This is an optimization exercise on Yosys and OpenROAD, whose aim is small area and a short achievable clock period, not a production implementation. The RTL was checked by simulation tests, not by an equivalence proof against the original design.

===== flow/design.v =====
`timescale 1ns/1ps
module arith_encoder #(
  parameter int SYMBOL_WIDTH = 4
) (
  input  logic                    general_clk,
  input  logic                    reset,
  input  logic                    in_valid,
  input  logic [15:0]             fl,
  input  logic [15:0]             fh,
  input  logic [SYMBOL_WIDTH-1:0] symbol,
  input  logic [SYMBOL_WIDTH:0]   nsyms,
  input  logic                    bool_mode,
  output logic                    out_valid,
  output logic [15:0]             range_out,
  output logic [23:0]             low_out,
  output logic [4:0]              cnt_out,
  output logic [1:0]              bit_flag,
  output logic [15:0]             out_bit_1,
  output logic [15:0]             out_bit_2
);
  logic              vin;
  logic [9:0]        fl6, fh6;
  logic              first, sel_a, sel_c, sel_q;
  logic [5:0]        kd;        
  logic [4:0]        kdiff;     
  logic              kpos;
  logic [9:0]        m_p, m_q;
  logic              i_x, i_en, i_z;
  logic [10:0]       i_m2;
  logic [5:0]        i_k;
  logic [9:0]        i_n;
  logic [4:0]        i_o2;
  assign vin   = in_valid & ~reset;
  assign fl6   = fl[15:6];
  assign fh6   = fh[15:6];
  assign first = (fl == 16'h8000);
  assign sel_a = vin & bool_mode & symbol[0];
  assign sel_c = vin & ~bool_mode & ~first;
  assign sel_q = vin & ~(bool_mode & symbol[0]);    
  assign kd    = {1'b0, nsyms} - {2'b00, symbol};
  assign kpos  = ~kd[5] & (kd[4:0] != 5'd0);
  assign kdiff = kd[5] ? 5'd0 : kd[4:0];
  assign m_p  = sel_a ? fh6 : (sel_c ? fl6 : 10'd0);
  assign m_q  = sel_q ? fh6 : 10'd0;
  assign i_m2 = {1'b0, m_p} - {1'b0, m_q};
  assign i_x  = ~sel_a & ~sel_c;
  assign i_z  = ~sel_a & ~sel_c;
  assign i_en = sel_q & fh6[0] & ~(sel_c & fl6[0]);
  assign i_n  = sel_c ? fl6 : fh6;
  assign i_o2 = sel_c ? kdiff : 5'd1;
  always_comb begin
    if (sel_a)                i_k = 6'd1;
    else if (sel_c)           i_k = {5'd0, kpos};
    else if (!vin)            i_k = 6'd0;
    else if (bool_mode)       i_k = 6'h3f;
    else if (kpos)            i_k = 6'd1 - {1'b0, kdiff};
    else                      i_k = 6'd0;
  end
  logic              p_x, p_en, p_z;
  logic [10:0]       p_m2;
  logic [5:0]        p_k;
  logic [9:0]        p_n;
  logic [4:0]        p_o2;
  logic              v1, v2;
  always_ff @(posedge general_clk) begin
    p_x  <= i_x;
    p_en <= i_en;
    p_z  <= i_z;
    p_m2 <= i_m2;
    p_k  <= i_k;
    p_n  <= i_n;
    p_o2 <= i_o2;
  end
  logic [15:0] range_q;
  logic [7:0]  r8;
  logic [16:0] sum2;
  logic [15:0] raw;
  logic [15:0] add_next;
  logic [16:0] sum2n;
  assign r8 = range_q[15:8];
  wire lt_1, lt_2;
  assign lt_1 = (r8[7] & p_m2[0]) ^ (r8[6] & p_m2[1]);
  assign lt_2 = (r8[7] & p_m2[0]) & (r8[6] & p_m2[1]);
  wire lt_3, lt_4;
  assign lt_3 = (r8[7] & p_m2[1]) ^ (r8[6] & p_m2[2]) ^ (r8[5] & p_m2[3]);
  assign lt_4 = ((r8[7] & p_m2[1]) & (r8[6] & p_m2[2])) | ((r8[7] & p_m2[1]) & (r8[5] & p_m2[3])) | ((r8[6] & p_m2[2]) & (r8[5] & p_m2[3]));
  wire lt_5, lt_6;
  assign lt_5 = (r8[4] & p_m2[4]) ^ (r8[3] & p_m2[5]);
  assign lt_6 = (r8[4] & p_m2[4]) & (r8[3] & p_m2[5]);
  wire lt_7, lt_8;
  assign lt_7 = (r8[7] & p_m2[2]) ^ (r8[6] & p_m2[3]) ^ (r8[5] & p_m2[4]);
  assign lt_8 = ((r8[7] & p_m2[2]) & (r8[6] & p_m2[3])) | ((r8[7] & p_m2[2]) & (r8[5] & p_m2[4])) | ((r8[6] & p_m2[3]) & (r8[5] & p_m2[4]));
  wire lt_9, lt_10;
  assign lt_9 = (r8[4] & p_m2[5]) ^ (r8[3] & p_m2[6]);
  assign lt_10 = (r8[4] & p_m2[5]) & (r8[3] & p_m2[6]);
  wire lt_11, lt_12;
  assign lt_11 = (r8[7] & p_m2[3]) ^ (r8[6] & p_m2[4]) ^ (r8[5] & p_m2[5]);
  assign lt_12 = ((r8[7] & p_m2[3]) & (r8[6] & p_m2[4])) | ((r8[7] & p_m2[3]) & (r8[5] & p_m2[5])) | ((r8[6] & p_m2[4]) & (r8[5] & p_m2[5]));
  wire lt_13, lt_14;
  assign lt_13 = (r8[4] & p_m2[0]) ^ (r8[3] & p_m2[1]);
  assign lt_14 = (r8[4] & p_m2[0]) & (r8[3] & p_m2[1]);
  wire lt_15, lt_16;
  assign lt_15 = (r8[5] & p_m2[0]) ^ (r8[4] & p_m2[1]) ^ (r8[3] & p_m2[2]);
  assign lt_16 = ((r8[5] & p_m2[0]) & (r8[4] & p_m2[1])) | ((r8[5] & p_m2[0]) & (r8[3] & p_m2[2])) | ((r8[4] & p_m2[1]) & (r8[3] & p_m2[2]));
  wire lt_17, lt_18;
  assign lt_17 = (r8[2] & p_m2[3]) ^ (r8[1] & p_m2[4]);
  assign lt_18 = (r8[2] & p_m2[3]) & (r8[1] & p_m2[4]);
  wire lt_19, lt_20;
  assign lt_19 = (r8[6] & p_m2[0]) ^ (r8[5] & p_m2[1]) ^ (r8[4] & p_m2[2]);
  assign lt_20 = ((r8[6] & p_m2[0]) & (r8[5] & p_m2[1])) | ((r8[6] & p_m2[0]) & (r8[4] & p_m2[2])) | ((r8[5] & p_m2[1]) & (r8[4] & p_m2[2]));
  wire lt_21, lt_22;
  assign lt_21 = (r8[3] & p_m2[3]) ^ (r8[2] & p_m2[4]) ^ (r8[1] & p_m2[5]);
  assign lt_22 = ((r8[3] & p_m2[3]) & (r8[2] & p_m2[4])) | ((r8[3] & p_m2[3]) & (r8[1] & p_m2[5])) | ((r8[2] & p_m2[4]) & (r8[1] & p_m2[5]));
  wire lt_23, lt_24;
  assign lt_23 = (r8[0] & p_m2[6]) ^ (range_q[5] & p_x);
  assign lt_24 = (r8[0] & p_m2[6]) & (range_q[5] & p_x);
  wire lt_25, lt_26;
  assign lt_25 = (r8[5] & p_m2[2]) ^ (r8[4] & p_m2[3]) ^ (r8[3] & p_m2[4]);
  assign lt_26 = ((r8[5] & p_m2[2]) & (r8[4] & p_m2[3])) | ((r8[5] & p_m2[2]) & (r8[3] & p_m2[4])) | ((r8[4] & p_m2[3]) & (r8[3] & p_m2[4]));
  wire lt_27, lt_28;
  assign lt_27 = (r8[2] & p_m2[5]) ^ (r8[1] & p_m2[6]) ^ (r8[0] & p_m2[7]);
  assign lt_28 = ((r8[2] & p_m2[5]) & (r8[1] & p_m2[6])) | ((r8[2] & p_m2[5]) & (r8[0] & p_m2[7])) | ((r8[1] & p_m2[6]) & (r8[0] & p_m2[7]));
  wire lt_29, lt_30;
  assign lt_29 = (range_q[6] & p_x) ^ p_k[4] ^ lt_1;
  assign lt_30 = ((range_q[6] & p_x) & p_k[4]) | ((range_q[6] & p_x) & lt_1) | (p_k[4] & lt_1);
  wire lt_31, lt_32;
  assign lt_31 = (r8[2] & p_m2[6]) ^ (r8[1] & p_m2[7]) ^ (r8[0] & p_m2[8]);
  assign lt_32 = ((r8[2] & p_m2[6]) & (r8[1] & p_m2[7])) | ((r8[2] & p_m2[6]) & (r8[0] & p_m2[8])) | ((r8[1] & p_m2[7]) & (r8[0] & p_m2[8]));
  wire lt_33, lt_34;
  assign lt_33 = (range_q[7] & p_x) ^ ~p_k[5] ^ 1'b1;
  assign lt_34 = ((range_q[7] & p_x) & ~p_k[5]) | ((range_q[7] & p_x) & 1'b1) | (~p_k[5] & 1'b1);
  wire lt_35, lt_36;
  assign lt_35 = lt_3 ^ lt_5 ^ lt_2;
  assign lt_36 = (lt_3 & lt_5) | (lt_3 & lt_2) | (lt_5 & lt_2);
  wire lt_37, lt_38;
  assign lt_37 = (r8[2] & p_m2[7]) ^ (r8[1] & p_m2[8]) ^ (r8[0] & p_m2[9]);
  assign lt_38 = ((r8[2] & p_m2[7]) & (r8[1] & p_m2[8])) | ((r8[2] & p_m2[7]) & (r8[0] & p_m2[9])) | ((r8[1] & p_m2[8]) & (r8[0] & p_m2[9]));
  wire lt_39, lt_40;
  assign lt_39 = (range_q[8] & p_x) ^ 1'b1 ^ lt_7;
  assign lt_40 = ((range_q[8] & p_x) & 1'b1) | ((range_q[8] & p_x) & lt_7) | (1'b1 & lt_7);
  wire lt_41, lt_42;
  assign lt_41 = lt_9 ^ lt_4 ^ lt_6;
  assign lt_42 = (lt_9 & lt_4) | (lt_9 & lt_6) | (lt_4 & lt_6);
  wire lt_43, lt_44;
  assign lt_43 = (r8[4] & p_m2[6]) ^ (r8[3] & p_m2[7]) ^ (r8[2] & p_m2[8]);
  assign lt_44 = ((r8[4] & p_m2[6]) & (r8[3] & p_m2[7])) | ((r8[4] & p_m2[6]) & (r8[2] & p_m2[8])) | ((r8[3] & p_m2[7]) & (r8[2] & p_m2[8]));
  wire lt_45, lt_46;
  assign lt_45 = (r8[1] & p_m2[9]) ^ ~(r8[0] & p_m2[10]) ^ (range_q[9] & p_x);
  assign lt_46 = ((r8[1] & p_m2[9]) & ~(r8[0] & p_m2[10])) | ((r8[1] & p_m2[9]) & (range_q[9] & p_x)) | (~(r8[0] & p_m2[10]) & (range_q[9] & p_x));
  wire lt_47, lt_48;
  assign lt_47 = lt_11 ^ lt_8 ^ lt_10;
  assign lt_48 = (lt_11 & lt_8) | (lt_11 & lt_10) | (lt_8 & lt_10);
  wire lt_49, lt_50;
  assign lt_49 = (r8[7] & p_m2[4]) ^ (r8[6] & p_m2[5]) ^ (r8[5] & p_m2[6]);
  assign lt_50 = ((r8[7] & p_m2[4]) & (r8[6] & p_m2[5])) | ((r8[7] & p_m2[4]) & (r8[5] & p_m2[6])) | ((r8[6] & p_m2[5]) & (r8[5] & p_m2[6]));
  wire lt_51, lt_52;
  assign lt_51 = (r8[4] & p_m2[7]) ^ (r8[3] & p_m2[8]) ^ (r8[2] & p_m2[9]);
  assign lt_52 = ((r8[4] & p_m2[7]) & (r8[3] & p_m2[8])) | ((r8[4] & p_m2[7]) & (r8[2] & p_m2[9])) | ((r8[3] & p_m2[8]) & (r8[2] & p_m2[9]));
  wire lt_53, lt_54;
  assign lt_53 = ~(r8[1] & p_m2[10]) ^ (range_q[10] & p_x) ^ lt_12;
  assign lt_54 = (~(r8[1] & p_m2[10]) & (range_q[10] & p_x)) | (~(r8[1] & p_m2[10]) & lt_12) | ((range_q[10] & p_x) & lt_12);
  wire lt_55, lt_56;
  assign lt_55 = (r8[7] & p_m2[5]) ^ (r8[6] & p_m2[6]) ^ (r8[5] & p_m2[7]);
  assign lt_56 = ((r8[7] & p_m2[5]) & (r8[6] & p_m2[6])) | ((r8[7] & p_m2[5]) & (r8[5] & p_m2[7])) | ((r8[6] & p_m2[6]) & (r8[5] & p_m2[7]));
  wire lt_57, lt_58;
  assign lt_57 = (r8[4] & p_m2[8]) ^ (r8[3] & p_m2[9]) ^ ~(r8[2] & p_m2[10]);
  assign lt_58 = ((r8[4] & p_m2[8]) & (r8[3] & p_m2[9])) | ((r8[4] & p_m2[8]) & ~(r8[2] & p_m2[10])) | ((r8[3] & p_m2[9]) & ~(r8[2] & p_m2[10]));
  wire lt_59, lt_60;
  assign lt_59 = (r8[7] & p_m2[6]) ^ (r8[6] & p_m2[7]) ^ (r8[5] & p_m2[8]);
  assign lt_60 = ((r8[7] & p_m2[6]) & (r8[6] & p_m2[7])) | ((r8[7] & p_m2[6]) & (r8[5] & p_m2[8])) | ((r8[6] & p_m2[7]) & (r8[5] & p_m2[8]));
  wire lt_61, lt_62;
  assign lt_61 = (r8[3] & p_m2[0]) ^ (r8[2] & p_m2[1]) ^ (r8[1] & p_m2[2]);
  assign lt_62 = ((r8[3] & p_m2[0]) & (r8[2] & p_m2[1])) | ((r8[3] & p_m2[0]) & (r8[1] & p_m2[2])) | ((r8[2] & p_m2[1]) & (r8[1] & p_m2[2]));
  wire lt_63, lt_64;
  assign lt_63 = (r8[2] & p_m2[2]) ^ (r8[1] & p_m2[3]) ^ (r8[0] & p_m2[4]);
  assign lt_64 = ((r8[2] & p_m2[2]) & (r8[1] & p_m2[3])) | ((r8[2] & p_m2[2]) & (r8[0] & p_m2[4])) | ((r8[1] & p_m2[3]) & (r8[0] & p_m2[4]));
  wire lt_65, lt_66;
  assign lt_65 = (range_q[3] & p_x) ^ p_k[1];
  assign lt_66 = (range_q[3] & p_x) & p_k[1];
  wire lt_67, lt_68;
  assign lt_67 = (r8[0] & p_m2[5]) ^ (range_q[4] & p_x) ^ p_k[2];
  assign lt_68 = ((r8[0] & p_m2[5]) & (range_q[4] & p_x)) | ((r8[0] & p_m2[5]) & p_k[2]) | ((range_q[4] & p_x) & p_k[2]);
  wire lt_69, lt_70;
  assign lt_69 = lt_15 ^ lt_17 ^ lt_14;
  assign lt_70 = (lt_15 & lt_17) | (lt_15 & lt_14) | (lt_17 & lt_14);
  wire lt_71, lt_72;
  assign lt_71 = p_k[3] ^ lt_19 ^ lt_21;
  assign lt_72 = (p_k[3] & lt_19) | (p_k[3] & lt_21) | (lt_19 & lt_21);
  wire lt_73, lt_74;
  assign lt_73 = lt_23 ^ lt_16 ^ lt_18;
  assign lt_74 = (lt_23 & lt_16) | (lt_23 & lt_18) | (lt_16 & lt_18);
  wire lt_75, lt_76;
  assign lt_75 = lt_25 ^ lt_27 ^ lt_29;
  assign lt_76 = (lt_25 & lt_27) | (lt_25 & lt_29) | (lt_27 & lt_29);
  wire lt_77, lt_78;
  assign lt_77 = lt_20 ^ lt_22 ^ lt_24;
  assign lt_78 = (lt_20 & lt_22) | (lt_20 & lt_24) | (lt_22 & lt_24);
  wire lt_79, lt_80;
  assign lt_79 = lt_31 ^ lt_33 ^ lt_35;
  assign lt_80 = (lt_31 & lt_33) | (lt_31 & lt_35) | (lt_33 & lt_35);
  wire lt_81, lt_82;
  assign lt_81 = lt_26 ^ lt_28 ^ lt_30;
  assign lt_82 = (lt_26 & lt_28) | (lt_26 & lt_30) | (lt_28 & lt_30);
  wire lt_83, lt_84;
  assign lt_83 = lt_37 ^ lt_39 ^ lt_41;
  assign lt_84 = (lt_37 & lt_39) | (lt_37 & lt_41) | (lt_39 & lt_41);
  wire lt_85, lt_86;
  assign lt_85 = lt_32 ^ lt_34 ^ lt_36;
  assign lt_86 = (lt_32 & lt_34) | (lt_32 & lt_36) | (lt_34 & lt_36);
  wire lt_87, lt_88;
  assign lt_87 = lt_43 ^ lt_45 ^ lt_47;
  assign lt_88 = (lt_43 & lt_45) | (lt_43 & lt_47) | (lt_45 & lt_47);
  wire lt_89, lt_90;
  assign lt_89 = lt_38 ^ lt_40 ^ lt_42;
  assign lt_90 = (lt_38 & lt_40) | (lt_38 & lt_42) | (lt_40 & lt_42);
  wire lt_91, lt_92;
  assign lt_91 = lt_49 ^ lt_51 ^ lt_53;
  assign lt_92 = (lt_49 & lt_51) | (lt_49 & lt_53) | (lt_51 & lt_53);
  wire lt_93, lt_94;
  assign lt_93 = lt_44 ^ lt_46 ^ lt_48;
  assign lt_94 = (lt_44 & lt_46) | (lt_44 & lt_48) | (lt_46 & lt_48);
  wire lt_95, lt_96;
  assign lt_95 = (range_q[11] & p_x) ^ lt_55 ^ lt_57;
  assign lt_96 = ((range_q[11] & p_x) & lt_55) | ((range_q[11] & p_x) & lt_57) | (lt_55 & lt_57);
  wire lt_97, lt_98;
  assign lt_97 = lt_50 ^ lt_52 ^ lt_54;
  assign lt_98 = (lt_50 & lt_52) | (lt_50 & lt_54) | (lt_52 & lt_54);
  wire lt_99, lt_100;
  assign lt_99 = (r8[4] & p_m2[9]) ^ ~(r8[3] & p_m2[10]) ^ (range_q[12] & p_x);
  assign lt_100 = ((r8[4] & p_m2[9]) & ~(r8[3] & p_m2[10])) | ((r8[4] & p_m2[9]) & (range_q[12] & p_x)) | (~(r8[3] & p_m2[10]) & (range_q[12] & p_x));
  wire lt_101, lt_102;
  assign lt_101 = lt_59 ^ lt_56 ^ lt_58;
  assign lt_102 = (lt_59 & lt_56) | (lt_59 & lt_58) | (lt_56 & lt_58);
  wire lt_103, lt_104;
  assign lt_103 = (r8[7] & p_m2[7]) ^ (r8[6] & p_m2[8]) ^ (r8[5] & p_m2[9]);
  assign lt_104 = ((r8[7] & p_m2[7]) & (r8[6] & p_m2[8])) | ((r8[7] & p_m2[7]) & (r8[5] & p_m2[9])) | ((r8[6] & p_m2[8]) & (r8[5] & p_m2[9]));
  wire lt_105, lt_106;
  assign lt_105 = ~(r8[4] & p_m2[10]) ^ (range_q[13] & p_x) ^ lt_60;
  assign lt_106 = (~(r8[4] & p_m2[10]) & (range_q[13] & p_x)) | (~(r8[4] & p_m2[10]) & lt_60) | ((range_q[13] & p_x) & lt_60);
  wire lt_107, lt_108;
  assign lt_107 = (r8[7] & p_m2[8]) ^ (r8[6] & p_m2[9]) ^ ~(r8[5] & p_m2[10]);
  assign lt_108 = ((r8[7] & p_m2[8]) & (r8[6] & p_m2[9])) | ((r8[7] & p_m2[8]) & ~(r8[5] & p_m2[10])) | ((r8[6] & p_m2[9]) & ~(r8[5] & p_m2[10]));
  wire lt_109, lt_110;
  assign lt_109 = (r8[1] & p_m2[0]) ^ (r8[0] & p_m2[1]);
  assign lt_110 = (r8[1] & p_m2[0]) & (r8[0] & p_m2[1]);
  wire lt_111, lt_112;
  assign lt_111 = (r8[2] & p_m2[0]) ^ (r8[1] & p_m2[1]) ^ (r8[0] & p_m2[2]);
  assign lt_112 = ((r8[2] & p_m2[0]) & (r8[1] & p_m2[1])) | ((r8[2] & p_m2[0]) & (r8[0] & p_m2[2])) | ((r8[1] & p_m2[1]) & (r8[0] & p_m2[2]));
  wire lt_113, lt_114;
  assign lt_113 = (r8[0] & p_m2[3]) ^ (range_q[2] & p_x) ^ p_k[0];
  assign lt_114 = ((r8[0] & p_m2[3]) & (range_q[2] & p_x)) | ((r8[0] & p_m2[3]) & p_k[0]) | ((range_q[2] & p_x) & p_k[0]);
  wire lt_115, lt_116;
  assign lt_115 = lt_13 ^ lt_63 ^ lt_65;
  assign lt_116 = (lt_13 & lt_63) | (lt_13 & lt_65) | (lt_63 & lt_65);
  wire lt_117, lt_118;
  assign lt_117 = lt_67 ^ lt_69 ^ lt_64;
  assign lt_118 = (lt_67 & lt_69) | (lt_67 & lt_64) | (lt_69 & lt_64);
  wire lt_119, lt_120;
  assign lt_119 = lt_71 ^ lt_73 ^ lt_68;
  assign lt_120 = (lt_71 & lt_73) | (lt_71 & lt_68) | (lt_73 & lt_68);
  wire lt_121, lt_122;
  assign lt_121 = lt_75 ^ lt_77 ^ lt_72;
  assign lt_122 = (lt_75 & lt_77) | (lt_75 & lt_72) | (lt_77 & lt_72);
  wire lt_123, lt_124;
  assign lt_123 = lt_79 ^ lt_81 ^ lt_76;
  assign lt_124 = (lt_79 & lt_81) | (lt_79 & lt_76) | (lt_81 & lt_76);
  wire lt_125, lt_126;
  assign lt_125 = lt_83 ^ lt_85 ^ lt_80;
  assign lt_126 = (lt_83 & lt_85) | (lt_83 & lt_80) | (lt_85 & lt_80);
  wire lt_127, lt_128;
  assign lt_127 = lt_87 ^ lt_89 ^ lt_84;
  assign lt_128 = (lt_87 & lt_89) | (lt_87 & lt_84) | (lt_89 & lt_84);
  wire lt_129, lt_130;
  assign lt_129 = lt_91 ^ lt_93 ^ lt_88;
  assign lt_130 = (lt_91 & lt_93) | (lt_91 & lt_88) | (lt_93 & lt_88);
  wire lt_131, lt_132;
  assign lt_131 = lt_95 ^ lt_97 ^ lt_92;
  assign lt_132 = (lt_95 & lt_97) | (lt_95 & lt_92) | (lt_97 & lt_92);
  wire lt_133, lt_134;
  assign lt_133 = lt_99 ^ lt_101 ^ lt_96;
  assign lt_134 = (lt_99 & lt_101) | (lt_99 & lt_96) | (lt_101 & lt_96);
  wire lt_135, lt_136;
  assign lt_135 = lt_103 ^ lt_105 ^ lt_100;
  assign lt_136 = (lt_103 & lt_105) | (lt_103 & lt_100) | (lt_105 & lt_100);
  wire lt_137, lt_138;
  assign lt_137 = (range_q[14] & p_x) ^ lt_107 ^ lt_104;
  assign lt_138 = ((range_q[14] & p_x) & lt_107) | ((range_q[14] & p_x) & lt_104) | (lt_107 & lt_104);
  wire lt_139, lt_140;
  assign lt_139 = (r8[7] & p_m2[9]) ^ ~(r8[6] & p_m2[10]) ^ (range_q[15] & p_x);
  assign lt_140 = ((r8[7] & p_m2[9]) & ~(r8[6] & p_m2[10])) | ((r8[7] & p_m2[9]) & (range_q[15] & p_x)) | (~(r8[6] & p_m2[10]) & (range_q[15] & p_x));
  wire lt_141, lt_142;
  assign lt_141 = (range_q[0] & p_x) ^ (p_en & r8[0]);
  assign lt_142 = (range_q[0] & p_x) & (p_en & r8[0]);
  wire lt_143, lt_144;
  assign lt_143 = (range_q[1] & p_x) ^ lt_111 ^ lt_110;
  assign lt_144 = ((range_q[1] & p_x) & lt_111) | ((range_q[1] & p_x) & lt_110) | (lt_111 & lt_110);
  wire lt_145, lt_146;
  assign lt_145 = lt_61 ^ lt_113 ^ lt_112;
  assign lt_146 = (lt_61 & lt_113) | (lt_61 & lt_112) | (lt_113 & lt_112);
  wire lt_147, lt_148;
  assign lt_147 = lt_62 ^ lt_115 ^ lt_114;
  assign lt_148 = (lt_62 & lt_115) | (lt_62 & lt_114) | (lt_115 & lt_114);
  wire lt_149, lt_150;
  assign lt_149 = lt_66 ^ lt_117 ^ lt_116;
  assign lt_150 = (lt_66 & lt_117) | (lt_66 & lt_116) | (lt_117 & lt_116);
  wire lt_151, lt_152;
  assign lt_151 = lt_70 ^ lt_119 ^ lt_118;
  assign lt_152 = (lt_70 & lt_119) | (lt_70 & lt_118) | (lt_119 & lt_118);
  wire lt_153, lt_154;
  assign lt_153 = lt_74 ^ lt_121 ^ lt_120;
  assign lt_154 = (lt_74 & lt_121) | (lt_74 & lt_120) | (lt_121 & lt_120);
  wire lt_155, lt_156;
  assign lt_155 = lt_78 ^ lt_123 ^ lt_122;
  assign lt_156 = (lt_78 & lt_123) | (lt_78 & lt_122) | (lt_123 & lt_122);
  wire lt_157, lt_158;
  assign lt_157 = lt_82 ^ lt_125 ^ lt_124;
  assign lt_158 = (lt_82 & lt_125) | (lt_82 & lt_124) | (lt_125 & lt_124);
  wire lt_159, lt_160;
  assign lt_159 = lt_86 ^ lt_127 ^ lt_126;
  assign lt_160 = (lt_86 & lt_127) | (lt_86 & lt_126) | (lt_127 & lt_126);
  wire lt_161, lt_162;
  assign lt_161 = lt_90 ^ lt_129 ^ lt_128;
  assign lt_162 = (lt_90 & lt_129) | (lt_90 & lt_128) | (lt_129 & lt_128);
  wire lt_163, lt_164;
  assign lt_163 = lt_94 ^ lt_131 ^ lt_130;
  assign lt_164 = (lt_94 & lt_131) | (lt_94 & lt_130) | (lt_131 & lt_130);
  wire lt_165, lt_166;
  assign lt_165 = lt_98 ^ lt_133 ^ lt_132;
  assign lt_166 = (lt_98 & lt_133) | (lt_98 & lt_132) | (lt_133 & lt_132);
  wire lt_167, lt_168;
  assign lt_167 = lt_102 ^ lt_135 ^ lt_134;
  assign lt_168 = (lt_102 & lt_135) | (lt_102 & lt_134) | (lt_135 & lt_134);
  wire lt_169, lt_170;
  assign lt_169 = lt_106 ^ lt_137 ^ lt_136;
  assign lt_170 = (lt_106 & lt_137) | (lt_106 & lt_136) | (lt_137 & lt_136);
  wire lt_171, lt_172;
  assign lt_171 = lt_108 ^ lt_139 ^ lt_138;
  assign lt_172 = (lt_108 & lt_139) | (lt_108 & lt_138) | (lt_139 & lt_138);
  wire [16:0] lt_a, lt_b;
  assign lt_a = {lt_171, lt_169, lt_167, lt_165, lt_163, lt_161, lt_159, lt_157, lt_155, lt_153, lt_151, lt_149, lt_147, lt_145, lt_143, lt_109, 1'b0};
  assign lt_b = {lt_170, lt_168, lt_166, lt_164, lt_162, lt_160, lt_158, lt_156, lt_154, lt_152, lt_150, lt_148, lt_146, lt_144, lt_142, lt_141, 1'b0};
  assign sum2 = lt_a + lt_b;
  assign raw  = sum2[16:1];
  wire at_1, at_2;
  assign at_1 = range_q[6] ^ ~p_o2[4];
  assign at_2 = range_q[6] & ~p_o2[4];
  wire at_3, at_4;
  assign at_3 = range_q[7] ^ ~(r8[7] & p_n[1]);
  assign at_4 = range_q[7] & ~(r8[7] & p_n[1]);
  wire at_5, at_6;
  assign at_5 = range_q[8] ^ ~(r8[7] & p_n[2]);
  assign at_6 = range_q[8] & ~(r8[7] & p_n[2]);
  wire at_7, at_8;
  assign at_7 = range_q[9] ^ ~(r8[7] & p_n[3]);
  assign at_8 = range_q[9] & ~(r8[7] & p_n[3]);
  wire at_9, at_10;
  assign at_9 = range_q[2] ^ ~p_o2[0];
  assign at_10 = range_q[2] & ~p_o2[0];
  wire at_11, at_12;
  assign at_11 = range_q[3] ^ ~p_o2[1] ^ ~(r8[4] & p_n[0]);
  assign at_12 = (range_q[3] & ~p_o2[1]) | (range_q[3] & ~(r8[4] & p_n[0])) | (~p_o2[1] & ~(r8[4] & p_n[0]));
  wire at_13, at_14;
  assign at_13 = range_q[4] ^ ~p_o2[2] ^ ~(r8[5] & p_n[0]);
  assign at_14 = (range_q[4] & ~p_o2[2]) | (range_q[4] & ~(r8[5] & p_n[0])) | (~p_o2[2] & ~(r8[5] & p_n[0]));
  wire at_15, at_16;
  assign at_15 = ~(r8[4] & p_n[1]) ^ ~(r8[3] & p_n[2]);
  assign at_16 = ~(r8[4] & p_n[1]) & ~(r8[3] & p_n[2]);
  wire at_17, at_18;
  assign at_17 = range_q[5] ^ ~p_o2[3] ^ ~(r8[6] & p_n[0]);
  assign at_18 = (range_q[5] & ~p_o2[3]) | (range_q[5] & ~(r8[6] & p_n[0])) | (~p_o2[3] & ~(r8[6] & p_n[0]));
  wire at_19, at_20;
  assign at_19 = ~(r8[5] & p_n[1]) ^ ~(r8[4] & p_n[2]) ^ ~(r8[3] & p_n[3]);
  assign at_20 = (~(r8[5] & p_n[1]) & ~(r8[4] & p_n[2])) | (~(r8[5] & p_n[1]) & ~(r8[3] & p_n[3])) | (~(r8[4] & p_n[2]) & ~(r8[3] & p_n[3]));
  wire at_21, at_22;
  assign at_21 = ~(r8[2] & p_n[4]) ^ ~(r8[1] & p_n[5]);
  assign at_22 = ~(r8[2] & p_n[4]) & ~(r8[1] & p_n[5]);
  wire at_23, at_24;
  assign at_23 = ~(r8[7] & p_n[0]) ^ ~(r8[6] & p_n[1]) ^ ~(r8[5] & p_n[2]);
  assign at_24 = (~(r8[7] & p_n[0]) & ~(r8[6] & p_n[1])) | (~(r8[7] & p_n[0]) & ~(r8[5] & p_n[2])) | (~(r8[6] & p_n[1]) & ~(r8[5] & p_n[2]));
  wire at_25, at_26;
  assign at_25 = ~(r8[4] & p_n[3]) ^ ~(r8[3] & p_n[4]) ^ ~(r8[2] & p_n[5]);
  assign at_26 = (~(r8[4] & p_n[3]) & ~(r8[3] & p_n[4])) | (~(r8[4] & p_n[3]) & ~(r8[2] & p_n[5])) | (~(r8[3] & p_n[4]) & ~(r8[2] & p_n[5]));
  wire at_27, at_28;
  assign at_27 = ~(r8[1] & p_n[6]) ^ ~(r8[0] & p_n[7]) ^ at_1;
  assign at_28 = (~(r8[1] & p_n[6]) & ~(r8[0] & p_n[7])) | (~(r8[1] & p_n[6]) & at_1) | (~(r8[0] & p_n[7]) & at_1);
  wire at_29, at_30;
  assign at_29 = ~(r8[6] & p_n[2]) ^ ~(r8[5] & p_n[3]) ^ ~(r8[4] & p_n[4]);
  assign at_30 = (~(r8[6] & p_n[2]) & ~(r8[5] & p_n[3])) | (~(r8[6] & p_n[2]) & ~(r8[4] & p_n[4])) | (~(r8[5] & p_n[3]) & ~(r8[4] & p_n[4]));
  wire at_31, at_32;
  assign at_31 = ~(r8[3] & p_n[5]) ^ ~(r8[2] & p_n[6]) ^ ~(r8[1] & p_n[7]);
  assign at_32 = (~(r8[3] & p_n[5]) & ~(r8[2] & p_n[6])) | (~(r8[3] & p_n[5]) & ~(r8[1] & p_n[7])) | (~(r8[2] & p_n[6]) & ~(r8[1] & p_n[7]));
  wire at_33, at_34;
  assign at_33 = ~(r8[0] & p_n[8]) ^ at_3 ^ at_2;
  assign at_34 = (~(r8[0] & p_n[8]) & at_3) | (~(r8[0] & p_n[8]) & at_2) | (at_3 & at_2);
  wire at_35, at_36;
  assign at_35 = ~(r8[6] & p_n[3]) ^ ~(r8[5] & p_n[4]) ^ ~(r8[4] & p_n[5]);
  assign at_36 = (~(r8[6] & p_n[3]) & ~(r8[5] & p_n[4])) | (~(r8[6] & p_n[3]) & ~(r8[4] & p_n[5])) | (~(r8[5] & p_n[4]) & ~(r8[4] & p_n[5]));
  wire at_37, at_38;
  assign at_37 = ~(r8[3] & p_n[6]) ^ ~(r8[2] & p_n[7]) ^ ~(r8[1] & p_n[8]);
  assign at_38 = (~(r8[3] & p_n[6]) & ~(r8[2] & p_n[7])) | (~(r8[3] & p_n[6]) & ~(r8[1] & p_n[8])) | (~(r8[2] & p_n[7]) & ~(r8[1] & p_n[8]));
  wire at_39, at_40;
  assign at_39 = ~(r8[0] & p_n[9]) ^ at_5 ^ at_4;
  assign at_40 = (~(r8[0] & p_n[9]) & at_5) | (~(r8[0] & p_n[9]) & at_4) | (at_5 & at_4);
  wire at_41, at_42;
  assign at_41 = ~(r8[6] & p_n[4]) ^ ~(r8[5] & p_n[5]) ^ ~(r8[4] & p_n[6]);
  assign at_42 = (~(r8[6] & p_n[4]) & ~(r8[5] & p_n[5])) | (~(r8[6] & p_n[4]) & ~(r8[4] & p_n[6])) | (~(r8[5] & p_n[5]) & ~(r8[4] & p_n[6]));
  wire at_43, at_44;
  assign at_43 = ~(r8[3] & p_n[7]) ^ ~(r8[2] & p_n[8]) ^ ~(r8[1] & p_n[9]);
  assign at_44 = (~(r8[3] & p_n[7]) & ~(r8[2] & p_n[8])) | (~(r8[3] & p_n[7]) & ~(r8[1] & p_n[9])) | (~(r8[2] & p_n[8]) & ~(r8[1] & p_n[9]));
  wire at_45, at_46;
  assign at_45 = 1'b1 ^ at_7 ^ at_6;
  assign at_46 = (1'b1 & at_7) | (1'b1 & at_6) | (at_7 & at_6);
  wire at_47, at_48;
  assign at_47 = range_q[10] ^ ~(r8[7] & p_n[4]) ^ ~(r8[6] & p_n[5]);
  assign at_48 = (range_q[10] & ~(r8[7] & p_n[4])) | (range_q[10] & ~(r8[6] & p_n[5])) | (~(r8[7] & p_n[4]) & ~(r8[6] & p_n[5]));
  wire at_49, at_50;
  assign at_49 = ~(r8[5] & p_n[6]) ^ ~(r8[4] & p_n[7]) ^ ~(r8[3] & p_n[8]);
  assign at_50 = (~(r8[5] & p_n[6]) & ~(r8[4] & p_n[7])) | (~(r8[5] & p_n[6]) & ~(r8[3] & p_n[8])) | (~(r8[4] & p_n[7]) & ~(r8[3] & p_n[8]));
  wire at_51, at_52;
  assign at_51 = ~(r8[2] & p_n[9]) ^ at_8;
  assign at_52 = ~(r8[2] & p_n[9]) & at_8;
  wire at_53, at_54;
  assign at_53 = range_q[11] ^ ~(r8[7] & p_n[5]) ^ ~(r8[6] & p_n[6]);
  assign at_54 = (range_q[11] & ~(r8[7] & p_n[5])) | (range_q[11] & ~(r8[6] & p_n[6])) | (~(r8[7] & p_n[5]) & ~(r8[6] & p_n[6]));
  wire at_55, at_56;
  assign at_55 = ~(r8[5] & p_n[7]) ^ ~(r8[4] & p_n[8]);
  assign at_56 = ~(r8[5] & p_n[7]) & ~(r8[4] & p_n[8]);
  wire at_57, at_58;
  assign at_57 = range_q[12] ^ ~(r8[7] & p_n[6]);
  assign at_58 = range_q[12] & ~(r8[7] & p_n[6]);
  wire at_59, at_60;
  assign at_59 = ~(r8[3] & p_n[0]) ^ ~(r8[2] & p_n[1]) ^ ~(r8[1] & p_n[2]);
  assign at_60 = (~(r8[3] & p_n[0]) & ~(r8[2] & p_n[1])) | (~(r8[3] & p_n[0]) & ~(r8[1] & p_n[2])) | (~(r8[2] & p_n[1]) & ~(r8[1] & p_n[2]));
  wire at_61, at_62;
  assign at_61 = ~(r8[3] & p_n[1]) ^ ~(r8[2] & p_n[2]) ^ ~(r8[1] & p_n[3]);
  assign at_62 = (~(r8[3] & p_n[1]) & ~(r8[2] & p_n[2])) | (~(r8[3] & p_n[1]) & ~(r8[1] & p_n[3])) | (~(r8[2] & p_n[2]) & ~(r8[1] & p_n[3]));
  wire at_63, at_64;
  assign at_63 = ~(r8[0] & p_n[4]) ^ at_11;
  assign at_64 = ~(r8[0] & p_n[4]) & at_11;
  wire at_65, at_66;
  assign at_65 = ~(r8[2] & p_n[3]) ^ ~(r8[1] & p_n[4]) ^ ~(r8[0] & p_n[5]);
  assign at_66 = (~(r8[2] & p_n[3]) & ~(r8[1] & p_n[4])) | (~(r8[2] & p_n[3]) & ~(r8[0] & p_n[5])) | (~(r8[1] & p_n[4]) & ~(r8[0] & p_n[5]));
  wire at_67, at_68;
  assign at_67 = at_13 ^ at_15 ^ at_12;
  assign at_68 = (at_13 & at_15) | (at_13 & at_12) | (at_15 & at_12);
  wire at_69, at_70;
  assign at_69 = ~(r8[0] & p_n[6]) ^ at_17 ^ at_19;
  assign at_70 = (~(r8[0] & p_n[6]) & at_17) | (~(r8[0] & p_n[6]) & at_19) | (at_17 & at_19);
  wire at_71, at_72;
  assign at_71 = at_21 ^ at_14 ^ at_16;
  assign at_72 = (at_21 & at_14) | (at_21 & at_16) | (at_14 & at_16);
  wire at_73, at_74;
  assign at_73 = at_23 ^ at_25 ^ at_27;
  assign at_74 = (at_23 & at_25) | (at_23 & at_27) | (at_25 & at_27);
  wire at_75, at_76;
  assign at_75 = at_18 ^ at_20 ^ at_22;
  assign at_76 = (at_18 & at_20) | (at_18 & at_22) | (at_20 & at_22);
  wire at_77, at_78;
  assign at_77 = at_29 ^ at_31 ^ at_33;
  assign at_78 = (at_29 & at_31) | (at_29 & at_33) | (at_31 & at_33);
  wire at_79, at_80;
  assign at_79 = at_24 ^ at_26 ^ at_28;
  assign at_80 = (at_24 & at_26) | (at_24 & at_28) | (at_26 & at_28);
  wire at_81, at_82;
  assign at_81 = at_35 ^ at_37 ^ at_39;
  assign at_82 = (at_35 & at_37) | (at_35 & at_39) | (at_37 & at_39);
  wire at_83, at_84;
  assign at_83 = at_30 ^ at_32 ^ at_34;
  assign at_84 = (at_30 & at_32) | (at_30 & at_34) | (at_32 & at_34);
  wire at_85, at_86;
  assign at_85 = at_41 ^ at_43 ^ at_45;
  assign at_86 = (at_41 & at_43) | (at_41 & at_45) | (at_43 & at_45);
  wire at_87, at_88;
  assign at_87 = at_36 ^ at_38 ^ at_40;
  assign at_88 = (at_36 & at_38) | (at_36 & at_40) | (at_38 & at_40);
  wire at_89, at_90;
  assign at_89 = at_47 ^ at_49 ^ at_51;
  assign at_90 = (at_47 & at_49) | (at_47 & at_51) | (at_49 & at_51);
  wire at_91, at_92;
  assign at_91 = at_42 ^ at_44 ^ at_46;
  assign at_92 = (at_42 & at_44) | (at_42 & at_46) | (at_44 & at_46);
  wire at_93, at_94;
  assign at_93 = ~(r8[3] & p_n[9]) ^ at_53 ^ at_55;
  assign at_94 = (~(r8[3] & p_n[9]) & at_53) | (~(r8[3] & p_n[9]) & at_55) | (at_53 & at_55);
  wire at_95, at_96;
  assign at_95 = at_48 ^ at_50 ^ at_52;
  assign at_96 = (at_48 & at_50) | (at_48 & at_52) | (at_50 & at_52);
  wire at_97, at_98;
  assign at_97 = ~(r8[6] & p_n[7]) ^ ~(r8[5] & p_n[8]) ^ ~(r8[4] & p_n[9]);
  assign at_98 = (~(r8[6] & p_n[7]) & ~(r8[5] & p_n[8])) | (~(r8[6] & p_n[7]) & ~(r8[4] & p_n[9])) | (~(r8[5] & p_n[8]) & ~(r8[4] & p_n[9]));
  wire at_99, at_100;
  assign at_99 = at_57 ^ at_54 ^ at_56;
  assign at_100 = (at_57 & at_54) | (at_57 & at_56) | (at_54 & at_56);
  wire at_101, at_102;
  assign at_101 = range_q[13] ^ ~(r8[7] & p_n[7]) ^ ~(r8[6] & p_n[8]);
  assign at_102 = (range_q[13] & ~(r8[7] & p_n[7])) | (range_q[13] & ~(r8[6] & p_n[8])) | (~(r8[7] & p_n[7]) & ~(r8[6] & p_n[8]));
  wire at_103, at_104;
  assign at_103 = ~(r8[5] & p_n[9]) ^ at_58;
  assign at_104 = ~(r8[5] & p_n[9]) & at_58;
  wire at_105, at_106;
  assign at_105 = range_q[14] ^ ~(r8[7] & p_n[8]);
  assign at_106 = range_q[14] & ~(r8[7] & p_n[8]);
  wire at_107, at_108;
  assign at_107 = range_q[1] ^ ~(r8[2] & p_n[0]);
  assign at_108 = range_q[1] & ~(r8[2] & p_n[0]);
  wire at_109, at_110;
  assign at_109 = ~(r8[0] & p_n[3]) ^ 1'b1 ^ at_9;
  assign at_110 = (~(r8[0] & p_n[3]) & 1'b1) | (~(r8[0] & p_n[3]) & at_9) | (1'b1 & at_9);
  wire at_111, at_112;
  assign at_111 = at_10 ^ at_61 ^ at_63;
  assign at_112 = (at_10 & at_61) | (at_10 & at_63) | (at_61 & at_63);
  wire at_113, at_114;
  assign at_113 = at_65 ^ at_67 ^ at_62;
  assign at_114 = (at_65 & at_67) | (at_65 & at_62) | (at_67 & at_62);
  wire at_115, at_116;
  assign at_115 = at_69 ^ at_71 ^ at_66;
  assign at_116 = (at_69 & at_71) | (at_69 & at_66) | (at_71 & at_66);
  wire at_117, at_118;
  assign at_117 = at_73 ^ at_75 ^ at_70;
  assign at_118 = (at_73 & at_75) | (at_73 & at_70) | (at_75 & at_70);
  wire at_119, at_120;
  assign at_119 = at_77 ^ at_79 ^ at_74;
  assign at_120 = (at_77 & at_79) | (at_77 & at_74) | (at_79 & at_74);
  wire at_121, at_122;
  assign at_121 = at_81 ^ at_83 ^ at_78;
  assign at_122 = (at_81 & at_83) | (at_81 & at_78) | (at_83 & at_78);
  wire at_123, at_124;
  assign at_123 = at_85 ^ at_87 ^ at_82;
  assign at_124 = (at_85 & at_87) | (at_85 & at_82) | (at_87 & at_82);
  wire at_125, at_126;
  assign at_125 = at_89 ^ at_91 ^ at_86;
  assign at_126 = (at_89 & at_91) | (at_89 & at_86) | (at_91 & at_86);
  wire at_127, at_128;
  assign at_127 = at_93 ^ at_95 ^ at_90;
  assign at_128 = (at_93 & at_95) | (at_93 & at_90) | (at_95 & at_90);
  wire at_129, at_130;
  assign at_129 = at_97 ^ at_99 ^ at_94;
  assign at_130 = (at_97 & at_99) | (at_97 & at_94) | (at_99 & at_94);
  wire at_131, at_132;
  assign at_131 = at_101 ^ at_103 ^ at_98;
  assign at_132 = (at_101 & at_103) | (at_101 & at_98) | (at_103 & at_98);
  wire at_133, at_134;
  assign at_133 = ~(r8[6] & p_n[9]) ^ at_105 ^ at_102;
  assign at_134 = (~(r8[6] & p_n[9]) & at_105) | (~(r8[6] & p_n[9]) & at_102) | (at_105 & at_102);
  wire at_135, at_136;
  assign at_135 = range_q[15] ^ ~(r8[7] & p_n[9]);
  assign at_136 = range_q[15] & ~(r8[7] & p_n[9]);
  wire at_137, at_138;
  assign at_137 = range_q[0] ^ ~(r8[1] & p_n[0]);
  assign at_138 = range_q[0] & ~(r8[1] & p_n[0]);
  wire at_139, at_140;
  assign at_139 = ~(r8[1] & p_n[1]) ^ ~(r8[0] & p_n[2]) ^ at_107;
  assign at_140 = (~(r8[1] & p_n[1]) & ~(r8[0] & p_n[2])) | (~(r8[1] & p_n[1]) & at_107) | (~(r8[0] & p_n[2]) & at_107);
  wire at_141, at_142;
  assign at_141 = at_59 ^ at_109 ^ at_108;
  assign at_142 = (at_59 & at_109) | (at_59 & at_108) | (at_109 & at_108);
  wire at_143, at_144;
  assign at_143 = at_60 ^ at_111 ^ at_110;
  assign at_144 = (at_60 & at_111) | (at_60 & at_110) | (at_111 & at_110);
  wire at_145, at_146;
  assign at_145 = at_64 ^ at_113 ^ at_112;
  assign at_146 = (at_64 & at_113) | (at_64 & at_112) | (at_113 & at_112);
  wire at_147, at_148;
  assign at_147 = at_68 ^ at_115 ^ at_114;
  assign at_148 = (at_68 & at_115) | (at_68 & at_114) | (at_115 & at_114);
  wire at_149, at_150;
  assign at_149 = at_72 ^ at_117 ^ at_116;
  assign at_150 = (at_72 & at_117) | (at_72 & at_116) | (at_117 & at_116);
  wire at_151, at_152;
  assign at_151 = at_76 ^ at_119 ^ at_118;
  assign at_152 = (at_76 & at_119) | (at_76 & at_118) | (at_119 & at_118);
  wire at_153, at_154;
  assign at_153 = at_80 ^ at_121 ^ at_120;
  assign at_154 = (at_80 & at_121) | (at_80 & at_120) | (at_121 & at_120);
  wire at_155, at_156;
  assign at_155 = at_84 ^ at_123 ^ at_122;
  assign at_156 = (at_84 & at_123) | (at_84 & at_122) | (at_123 & at_122);
  wire at_157, at_158;
  assign at_157 = at_88 ^ at_125 ^ at_124;
  assign at_158 = (at_88 & at_125) | (at_88 & at_124) | (at_125 & at_124);
  wire at_159, at_160;
  assign at_159 = at_92 ^ at_127 ^ at_126;
  assign at_160 = (at_92 & at_127) | (at_92 & at_126) | (at_127 & at_126);
  wire at_161, at_162;
  assign at_161 = at_96 ^ at_129 ^ at_128;
  assign at_162 = (at_96 & at_129) | (at_96 & at_128) | (at_129 & at_128);
  wire at_163, at_164;
  assign at_163 = at_100 ^ at_131 ^ at_130;
  assign at_164 = (at_100 & at_131) | (at_100 & at_130) | (at_131 & at_130);
  wire at_165, at_166;
  assign at_165 = at_104 ^ at_133 ^ at_132;
  assign at_166 = (at_104 & at_133) | (at_104 & at_132) | (at_133 & at_132);
  wire at_167, at_168;
  assign at_167 = at_106 ^ at_135 ^ at_134;
  assign at_168 = (at_106 & at_135) | (at_106 & at_134) | (at_135 & at_134);
  wire [16:0] at_a, at_b;
  assign at_a = {at_167, at_165, at_163, at_161, at_159, at_157, at_155, at_153, at_151, at_149, at_147, at_145, at_143, at_141, at_139, ~(r8[0] & p_n[1]), 1'b0};
  assign at_b = {at_166, at_164, at_162, at_160, at_158, at_156, at_154, at_152, at_150, at_148, at_146, at_144, at_142, at_140, at_138, at_137, 1'b0};
  assign sum2n    = at_a + at_b;
  assign add_next = p_z ? 16'd0 : sum2n[16:1];
  logic       z8, z4, z2, z1, raw_zero;
  logic [15:0] t1, t2, t3, range_next;
  logic [3:0]  d_next;
  assign z8 = ~|raw[15:8];
  assign t1 = z8 ? {raw[7:0], 8'd0} : raw;
  assign z4 = ~|t1[15:12];
  assign t2 = z4 ? {t1[11:0], 4'd0} : t1;
  assign z2 = ~|t2[15:14];
  assign t3 = z2 ? {t2[13:0], 2'd0} : t2;
  assign z1 = ~t3[15];
  assign range_next = z1 ? {t3[14:0], 1'b0} : t3;
  assign raw_zero = ~|raw;
  assign d_next = (raw_zero | reset) ? 4'd0 : {z8, z4, z2, z1};
  logic [3:0]  d_q;
  always_ff @(posedge general_clk) begin
    if (reset) range_q <= 16'd32768;
    else       range_q <= range_next;
    d_q <= d_next;
  end
  logic [23:0] sum_q;
  logic [3:0]  cq;
  logic [4:0]  e_sum;        
  logic        emit1, emit2;
  logic [2:0]  f_sum;        
  logic [23:0] low_shl;
  logic [23:0] low_next;
  logic [23:0] sum_next;
  logic [3:0]  cq_next;
  logic [7:0]  keep_hi;
  logic [24:0] win_src;
  logic [23:0] win;
  assign e_sum   = {1'b0, cq} + {1'b0, d_q};
  assign emit1   = e_sum >= 5'd9;
  assign emit2   = e_sum >= 5'd17;
  assign f_sum   = e_sum[2:0] - 3'd1;    
  always_comb begin
    case (f_sum)
      3'd0: keep_hi = 8'h00;
      3'd1: keep_hi = 8'h01;
      3'd2: keep_hi = 8'h03;
      3'd3: keep_hi = 8'h07;
      3'd4: keep_hi = 8'h0f;
      3'd5: keep_hi = 8'h1f;
      3'd6: keep_hi = 8'h3f;
      default: keep_hi = 8'h7f;
    endcase
    if (!emit1) keep_hi = 8'hff;
  end
  assign low_shl  = sum_q << d_q;
  assign low_next = low_shl & {keep_hi, 16'hffff};
  assign cq_next  = emit1 ? {1'b0, f_sum} + 4'd1 : e_sum[3:0];
  assign sum_next = low_next + {8'd0, add_next};
  assign win_src = {sum_q, 1'b0};
  assign win     = 24'(win_src >> cq);
  always_ff @(posedge general_clk) begin
    if (reset) begin
      sum_q <= '0;
      cq    <= '0;
      v1    <= 1'b0;
      v2    <= 1'b0;
    end else begin
      sum_q <= sum_next;
      cq    <= cq_next;
      v1    <= vin;
      v2    <= v1;
    end
  end
  assign out_valid = v2;
  assign range_out = range_q;
  assign low_out   = low_next;
  assign cnt_out   = {1'b0, cq_next} - 5'd9;
  assign bit_flag  = {emit2, emit1 & ~emit2};
  assign out_bit_1 = win[23:8];
  assign out_bit_2 = {8'd0, win[7:0]};
endmodule

===== flow/run.sh =====
#!/bin/bash
# synth_recipe.tcl (not shown) runs the flow's synth.tcl, then flattens the netlist and writes it again
# the make line also repeats each setting of config.mk as NAME=value (left out here)
make -C /OpenROAD-flow-scripts/flow DESIGN_CONFIG=/design/flow/config.mk WORK_HOME=/design/flow/orfs CLKGATE_MAP_FILE= SYNTH_SCRIPT=/design/flow/synth_recipe.tcl finish

===== flow/config.mk =====
export PLATFORM = sky130hd
export DESIGN_NAME = arith_encoder
export DESIGN_NICKNAME = arith_encoder
export VERILOG_FILES = /design/flow/design.v
export SDC_FILE = /design/flow/constraint.sdc
export NUM_CORES = 4
export LEC_CHECK = 0
export ABC_AREA = 1
export CAP_MARGIN = 20
export CORE_MARGIN = 2
export CORE_UTILIZATION = 40
export SETUP_SLACK_MARGIN = 2.0
export SLEW_MARGIN = 20

===== flow/constraint.sdc =====
create_clock -name core_clock -period 9.0 [get_ports {general_clk}]
set_input_delay 1.8000 -clock core_clock [delete_from_list [all_inputs] [get_ports {general_clk}]]
set_output_delay 1.8000 -clock core_clock [all_outputs]
set_load 0.01 [all_outputs]

==> summary.txt, run 1 <==
- Measured along the y axis, the die boundary spans 187.0 um.
* Arrival time of the worst setup path: 6.73 ns
- The biggest area contributor in the post-synthesis netlist is sky130_fd_sc_hd__fa_1.
- Worst Tran Pin Value: 0.8997 ns
- In the finished design, the share of the clock period the worst path needs comes to 0.7148.
- The first TritonRoute pass finished after 7 iterations.
- Kind of capture point of the worst setup path: flip-flop
* Clock buffer count from CTS: 9
* Time the final worst path needs with I/O delays and setup: 6.433 ns
* Wire length of the first global-routing pass: 59800 um
- Counting flops with an async set or reset pin after synthesis yields a share of 0.
- Initial core utilization: 0.4027
- For this run, the number of Yosys warnings is 1.
* Routed Antenna Nets: 0
* Achievable frequency: 155.4 MHz
- R2r startpoint: range_q[15]
- The largest individual stage delay along the critical path comes from the cell sky130_fd_sc_hd__fa_1.
- Fin. max-slew vios: 0
- The longest clock path from root to sink contains 2 buffers.
* Detailed-placement wirelength estimate: 29350 um
* Gr ovfl total: 0
- Max-cap violation count: 0
- Top cells by area in the synthesized netlist: sky130_fd_sc_hd__fa_1 (22%), sky130_fd_sc_hd__nand2_1 (17%), sky130_fd_sc_hd__dfxtp_1 (13%)
- Summing all placed instances gives a cell area of 14770 um^2.
* CTS H-tree lvls: 3
- Setup slack of the worst register-to-register path: 2.57 ns
* Length in cells of the worst reg-to-reg path: 31
- Setup repair after global routing left no endpoint under its margin.
- Along the worst hold path, the cell count comes to 2.
* Endpoint of the worst hold path: v2
- The synthesized design contains 0 enable-type register cells.
- Yosys mapped the design onto 49 distinct sky130hd cell types.
- Launch point of the worst hold path: v1
- Clock latency of the later-clocked register in the worst-skew pair: 0.36 ns
- Of the synthesized area, sequential elements account for 0.1255.
* Gpl congestion: 0.8963
- Top cells by instance count after synthesis: sky130_fd_sc_hd__nand2_1 (603), sky130_fd_sc_hd__inv_1 (448), sky130_fd_sc_hd__o21ai_0 (178), sky130_fd_sc_hd__fa_1 (144), sky130_fd_sc_hd__nor2_1 (106)
- Fill cells: 3497
- Overall track demand over capacity in global routing: 0.2102
- The count of final hold-check violations came to 0.
- The worst pin sits at a relative slew slack of 0.3994.
* Most common cell in the synthesized netlist: sky130_fd_sc_hd__nand2_1
* Crit path largest cell delay: 0.55 ns
- Number of ports placed on the die boundary: 125
* CP max FO: 15
- The finished cells cover 15130 um^2.
- The area growth from synthesis to layout is 12.87%.
- The critical path is of the flip-flop to flip-flop type.
- In the routed design, unresolved DRC markers number 0.
* Net count reported at finish: 2394
* Netlist area before placement: 13400 um^2
* Proportion of netlist area held by the largest area contributor: 0.2151
* Most frequent CP cell: sky130_fd_sc_hd__nand2_1
- Summed over all layers, the routed wires come to 36300 um.
* Crit path required time: 9.29 ns
* Total core area: 33280 um^2
* Endpoint of the worst-slack reg-to-reg timing path: range_q[7]
- In this run, synthesis produced a sequential element count of 84.
- Detailed Route Iter0 Violations: 735
* Die outline area: 34980 um^2
- The initial antenna violation count was 0.
* Worst-case clock skew: 0.01366 ns
- The most used flip-flop cell after synthesis is sky130_fd_sc_hd__dfxtp_1.
* Critical path launch point type: flip-flop
- The cell sitting at the root of the clock tree is a sky130_fd_sc_hd__clkbuf_16.
- Dividing the detail-routed via count by the number of cells gives 4.840.
- The repair_antennas step left the layout with diodes totalling 0.
- Post-synthesis instance total: 2053
- Clock tree from TritonCTS: done
* Result of the run: complete, no violations
- Final setup TNS: 0 ns
* CTS Sinks: 84
* Via count of the first global-routing pass: 12120
* Average detailed-routed wire length per instance: 14.18 um
- Of the cells placed in the final design, the portion with a size suffix greater than 1 is 0.03693.
* Number of port buffers: 110
- In this run the core area contains 67 standard-cell rows.
- Measured along the x axis, the die boundary spans 187.0 um.
- Count of endpoints failing setup in the final report: 0
- Clock-pin slew was measured on the worst setup and hold paths at 0.07 ns.
* Largest net degree at the start of global routing: 48
* Number of vias in the routed layout: 12390
- A synthesized cell averages 6.528 um^2.
- The path class of the tightest hold or removal check is flip-flop to flip-flop.
- For this design, the CTS-stage hold fixing added 0 buffers.
cell usage in the layout, fill, tap and decap left out, types with 6 or more instances in the layout:
cell / Yosys / final
sky130_fd_sc_hd__nand2_2: 16 / 16
sky130_fd_sc_hd__o21a_1: 6 / 6
sky130_fd_sc_hd__dfxtp_1: 84 / 80
sky130_fd_sc_hd__a31oi_1: 8 / 8
sky130_fd_sc_hd__o211ai_1: 12 / 12
sky130_fd_sc_hd__buf_4: 10 / 12
sky130_fd_sc_hd__nand2_1: 603 / 603
sky130_fd_sc_hd__nand3_1: 52 / 52
sky130_fd_sc_hd__o21ai_0: 178 / 178
sky130_fd_sc_hd__clkdlybuf4s50_1: 0 / 110
sky130_fd_sc_hd__fa_1: 144 / 144
sky130_fd_sc_hd__a21oi_1: 83 / 83
sky130_fd_sc_hd__inv_1: 448 / 448
sky130_fd_sc_hd__mux2i_1: 25 / 25
sky130_fd_sc_hd__nor3_1: 12 / 12
sky130_fd_sc_hd__clkbuf_16: 0 / 9
sky130_fd_sc_hd__ha_1: 98 / 98
sky130_fd_sc_hd__nor4_1: 6 / 6
sky130_fd_sc_hd__xnor2_1: 6 / 6
sky130_fd_sc_hd__nor2_1: 106 / 106
sky130_fd_sc_hd__conb_1: 1 / 8
sky130_fd_sc_hd__xor2_1: 19 / 19
final cells by class:
cell class | instances | area (um^2) | area share
multi-input combinational | 1433 | 9633 | 0.6369
inverter | 456 | 1719 | 0.1137
sequential | 84 | 1692 | 0.1118
timing repair buffer | 123 | 1202 | 0.07949
tap | 448 | 560.5 | 0.03706
clock buffer | 12 | 266.5 | 0.01762
clock inverter | 4 | 52.55 | 0.003474
cells by family after synthesis:
kind of cell | after synthesis | synth area share
and+or+nand+nor | 828 | 0.2527
buffers and inverters | 543 | 0.1587
AOI/OAI and AO/OA | 305 | 0.1212
adders and majority gates | 242 | 0.3066
DFF | 84 | 0.1255
xor gates and xnor gates | 25 | 0.01634
muxes | 25 | 0.01867
other | 1 | 0.0002798
worst max-delay path by stage:
stage | slack (ns) | endpoint | startpoint | cells after the start
detailed placement | 2.01 | sum_q[23] | range_q[13] | 27
global route | 2.01 | sum_q[23] | range_q[15] | 30
floorplan | 2.78 | sum_q[23] | range_q[15] | 32
finish | 2.57 | range_q[7] | range_q[15] | 31
CTS | 2.00 | sum_q[23] | range_q[13] | 27
global placement | 2.08 | range_q[7] | range_q[13] | 30
routing by layer:
layer | global-route usage | wire length (um) | up-vias
met5 | 0 | 0 | -
met4 | 0.06563 | 877 | 0
met3 | 0.01970 | 1407 | 53
met2 | 0.3776 | 17760 | 276
met1 | 0.2659 | 16250 | 5747
li1 | - | - | 6314
registers in the layout, indices dropped and copies added, names as in the netlist:
signal and flops:
sum_q 24, range_q 16, p_m2 11, p_n 10, p_k 6, p_o2 5, cq 4, d_q 4
p_en 1, p_z 1, v1 1, v2 1
through the flow:
step | setup WS, ns | std cells | hold WS [ns] | utilization
after floorplan | 2.783 | 2060 | 0.3883 | -
after global placement | 2.080 | 2543 | 0.4958 | 0.4439
after detailed placement | 2.012 | 2543 | 0.4906 | 0.4439
after CTS | 2.000 | 2559 | 0.4893 | 0.4534
after global routing | 2.007 | 2560 | 0.4956 | 0.4545
final | 2.567 | 2560 | 0.4847 | 0.4545
timing repair:
item,CTS,global route
endpoints found under the hold margin,0,0
setup buffers,0,1
gates resized for setup,0,10
setup endpoints to repair,0,26
critical path: cells and delay by family (launching register included):
family | cells | cell delay [ns]
fa+ha+maj | 6 | 2.94
simple gates | 18 | 1.94
buf+inv | 6 | 0.70
flops | 1 | 0.50
compound gates | 1 | 0.26
==> run 2, diff against run 1 <==
==> flow/flow/run.sh (new file) <==
#!/bin/bash
# The standard layout, with the smallest buffer on the ports instead of the
# delay buffer that buffer_ports picks by default. All output goes to
# run_standard.log in this folder; ORFS keeps its own logs under orfs/logs.
set -euo pipefail
export BUFFER_PORTS_ARGS="-buffer_cell sky130_fd_sc_hd__buf_1"
bash standard.sh > run_standard.log 2>&1
==> flow/standard.sh (new file) <==
#!/bin/bash
# synth_recipe.tcl (not shown) runs the flow's synth.tcl, then flattens the netlist and writes it again
# the make line also repeats each setting of config.mk as NAME=value (left out here)
make -C /OpenROAD-flow-scripts/flow DESIGN_CONFIG=/design/flow/config.mk WORK_HOME=/design/flow/orfs CLKGATE_MAP_FILE= SYNTH_SCRIPT=/design/flow/synth_recipe.tcl "${@:-finish}"
removed: flow/run.sh
==> run 2 against run 1 <==
Compared with the run above:
- still clean on timing, DRC and antenna
- hold slack improved by 0.022 ns
- count of clock-buffer cells in the layout unchanged
- core utilization fell by 2.2 points
- critical path depth unchanged
- via count hardly changed
- routed wire length shrank 2.4%
- critical endpoint is now sum_q[23]
==> summary.txt, run 2 <==
* Final setup TNS: 0 ns
- In the synthesized netlist the async set-or-reset flop fraction comes to 0.
* Result of the run: complete, no violations
- Most frequent CP cell: sky130_fd_sc_hd__nand2_1
* Wire length of the first global-routing pass: 59610 um
- The synthesized design contains 0 enable-type register cells.
* Count of endpoints failing setup in the final report: 0
- The final-report max-slew violation count came to 0.
- The cell sitting at the root of the clock tree is a sky130_fd_sc_hd__clkbuf_16.
* Most frequent standard cell in the layout excluding fill and tap cells: sky130_fd_sc_hd__nand2_1
- Number of placement rows: 67
* Filler-free cell count of the finished design: 2559
- Die outline area: 34980 um^2
* Remaining design rule violation count: 0
- For this run, the number of Yosys warnings is 1.
- In this run, synthesis produced a sequential element count of 84.
- Initial core utilization: 0.4027
* Class of the most critical hold timing path: flip-flop to flip-flop
- The slowest stage of the critical path is the sky130_fd_sc_hd__fa_1 cell.
- Measured along the x axis, the die boundary spans 187.0 um.
* Detailed Route Iter0 Violations: 685
* Achievable frequency: 153.7 MHz
* Number of port buffers: 110
- After legalization and detailed placement, the total HPWL measured 29000 um.
* Total placed cells including tap cells: 2544
- CP Class: flip-flop to flip-flop
- For this run, the leading register cell type out of synthesis is sky130_fd_sc_hd__dfxtp_1.
- Post-Route WL: 35430 um
- Number of vias in the routed layout: 12380
- In this run the deepest clock path goes through 2 buffers.
* Number of distinct standard cells referenced by the synthesized netlist: 49
- Commonest cells after routing, fill and taps aside: sky130_fd_sc_hd__nand2_1 (603), sky130_fd_sc_hd__inv_1 (448), sky130_fd_sc_hd__o21ai_0 (178), sky130_fd_sc_hd__fa_1 (144), sky130_fd_sc_hd__buf_1 (110)
* Worst-path clk slew: 0.06 ns
* Largest net degree at the start of global routing: 47
- In the finished design, the share of the clock period the worst path needs comes to 0.7228.
- TritonCTS created 9 clock buffers.
- The largest registers in the layout are sum_q x24, range_q x16, p_m2 x11.
- The share of synthesized area in the top cell type comes to 0.2151.
* Critical path launch point type: flip-flop
- Gpl congestion: 0.8849
- The initial antenna violation count was 0.
- Clock tree from TritonCTS: done
- For this design the top-level I/O count stands at 125.
- Fill cells: 3619
- The total overflow left after global routing is 0.
- Dividing the detail-routed via count by the number of cells gives 4.838.
- Crit path largest cell delay: 0.58 ns
* Max-cap violation count: 0
* Fraction of final layout cells sized beyond drive strength 1: 0.03458
* Max FFs per register: 24
* Worst-case clock skew: 0.01589 ns
- Along the worst hold path, the cell count comes to 2.
- Antenna diode count: 0
* Routed Antenna Nets: 0
- After clock tree synthesis, the flow added hold-fix buffers numbering 0.
- Summed over all instances, the cell type with the most area after synthesis is sky130_fd_sc_hd__fa_1.
- Most common cell in the synthesized netlist: sky130_fd_sc_hd__nand2_1
- In this run the vertical extent of the chip is 187.0 um.
- Number of optimization iterations in the first detailed-route pass: 5
- Counting cells, the worst reg-to-reg path comes to 31.
* Unrepaired setup endpoints after global routing: true
- Avg Synthesized Cell Area: 6.528 um^2
* Top cells by instance count after synthesis: sky130_fd_sc_hd__nand2_1 (603), sky130_fd_sc_hd__inv_1 (448), sky130_fd_sc_hd__o21ai_0 (178), sky130_fd_sc_hd__fa_1 (144), sky130_fd_sc_hd__nor2_1 (106)
- CTS built an H-tree with a depth of 3.
- Post-synthesis instance total: 2053
* Area growth, synth to finish: 7.319%
- The cell area that synthesis handed to floorplanning was 13400 um^2.
- Time the final worst path needs with I/O delays and setup: 6.505 ns
* Slew headroom: 0.4033
* Arrival time of the worst setup path: 6.73 ns
* Kind of capture point of the worst setup path: flip-flop
- CTS Sinks: 84
- The final layout contains 2394 nets.
- Number of hold violations in the final report: 0
- Via count of the first global-routing pass: 12190
- Along the worst path, the maximum fanout reaches 21.
- Clock latency of the later-clocked register in the worst-skew pair: 0.35 ns
- By area the synthesized netlist is led by sky130_fd_sc_hd__fa_1 (22%), sky130_fd_sc_hd__nand2_1 (17%), sky130_fd_sc_hd__dfxtp_1 (13%).
* Worst Tran Pin Value: 0.8938 ns
* Total core area: 33280 um^2
- Overall track demand over capacity in global routing: 0.2078
- The register with the most flip-flops in the final layout is sum_q.
- Setup slack of the worst register-to-register path: 2.49 ns
* Crit path required time: 9.23 ns
- Post-synthesis sequential area ratio: 0.1255
* Average detailed-routed wire length per instance: 13.85 um
## run 2: stage by stage
stage                       util  area [um^2]  setup slack (ns)  hold WS, ns
after floorplan                -        13430             2.783       0.3883
after global placement    0.4234        14090             2.158       0.4987
after detailed placement  0.4234        14090             2.045       0.4989
after CTS                 0.4317        14370             2.032       0.5006
after global routing      0.4322        14380             1.993       0.5106
final                     0.4322        14380             2.495       0.5066
## run 2: critical path: cells and delay by family, from the launching register on
kind | cells | cell delay, ns
buffers and inverters | 5 | 0.54
AO/OA/AOI/OAI | 9 | 1.62
AND/OR/NAND/NOR | 10 | 0.97
adder cells (fa/ha/maj) | 7 | 2.93
flip-flops | 1 | 0.32
## run 2: repair_timing
| action | in CTS | in global routing |
|---|---|---|
| setup endpoints to repair | 0 | 23 |
| setup buffers | 0 | 0 |
| resized for setup | 0 | 6 |
## run 2: area by class of cell
type	count	area, um^2	share of cell area
Clock inverter	3	21.27	0.001479
Multi-Input combinational cell	1433	9624	0.6692
Clock buffer	12	256.5	0.01783
Inverter	456	1719	0.1195
Timing Repair Buffer	123	514.2	0.03575
Sequential cell	84	1687	0.1173
Tap cell	448	560.5	0.03897
## run 2: path summary, 6_finish.rpt
check | from | endpoint
min reg2reg | v1 | v2
max | range_q[15] | sum_q[23]
max reg2reg | range_q[15] | sum_q[23]
min | v1 | v2
## run 2: layer usage
metal | wire length, um | track usage | vias up
met5 | 0 | 0 | -
met3 | 1139 | 0.01820 | 57
met2 | 17590 | 0.3736 | 248
li1 | - | - | 6305
met1 | 15780 | 0.2622 | 5770
met4 | 925 | 0.06777 | 0
## run 2: cells by family after synthesis
| family | synth area share |
|---|---|
| multiplexers | 0.01867 |
| AND/OR/NAND/NOR | 0.2527 |
| buffers and inverters | 0.1587 |
| XOR/XNOR | 0.01634 |
| flip-flops | 0.1255 |
| other | 0.0002798 |
| adder cells (fa/ha/maj) | 0.3066 |
| AO/OA/AOI/OAI | 0.1212 |

==> afterwards: timing with drivers on the ports <==
Ports are ideal in the flow. The routed layouts listed here were re-timed in OpenROAD. Step 1 sets driving cells, clkbuf_16 on the clock port and buf_2 on the other inputs (assumed; they add their load-dependent delay and slew). Step 2 also shifts input and output timing later by t, the mid clock arrival at the registers, as if the neighbouring blocks saw the same clock. Slacks: ideal ports / drivers / drivers and shift; pairs: ideal ports / drivers.
run | t (ns) | setup WS [ns] | hold slack, ns | worst setup path at the end | cell pins on the clock port's net
run 1 | 0.400 | 2.567 / 2.567 / 2.355 | 0.485 / 0.485 / 0.485 | input to register | 1
run 2 | 0.397 | 2.495 / 2.495 / 2.495 | 0.507 / 0.507 / 0.507 | register to register | 1
After both steps setup and hold are still met in every run listed. The setup slack of run 1, which loses most, moves by 0.000 ns with the drivers and by -0.212 ns with both steps.
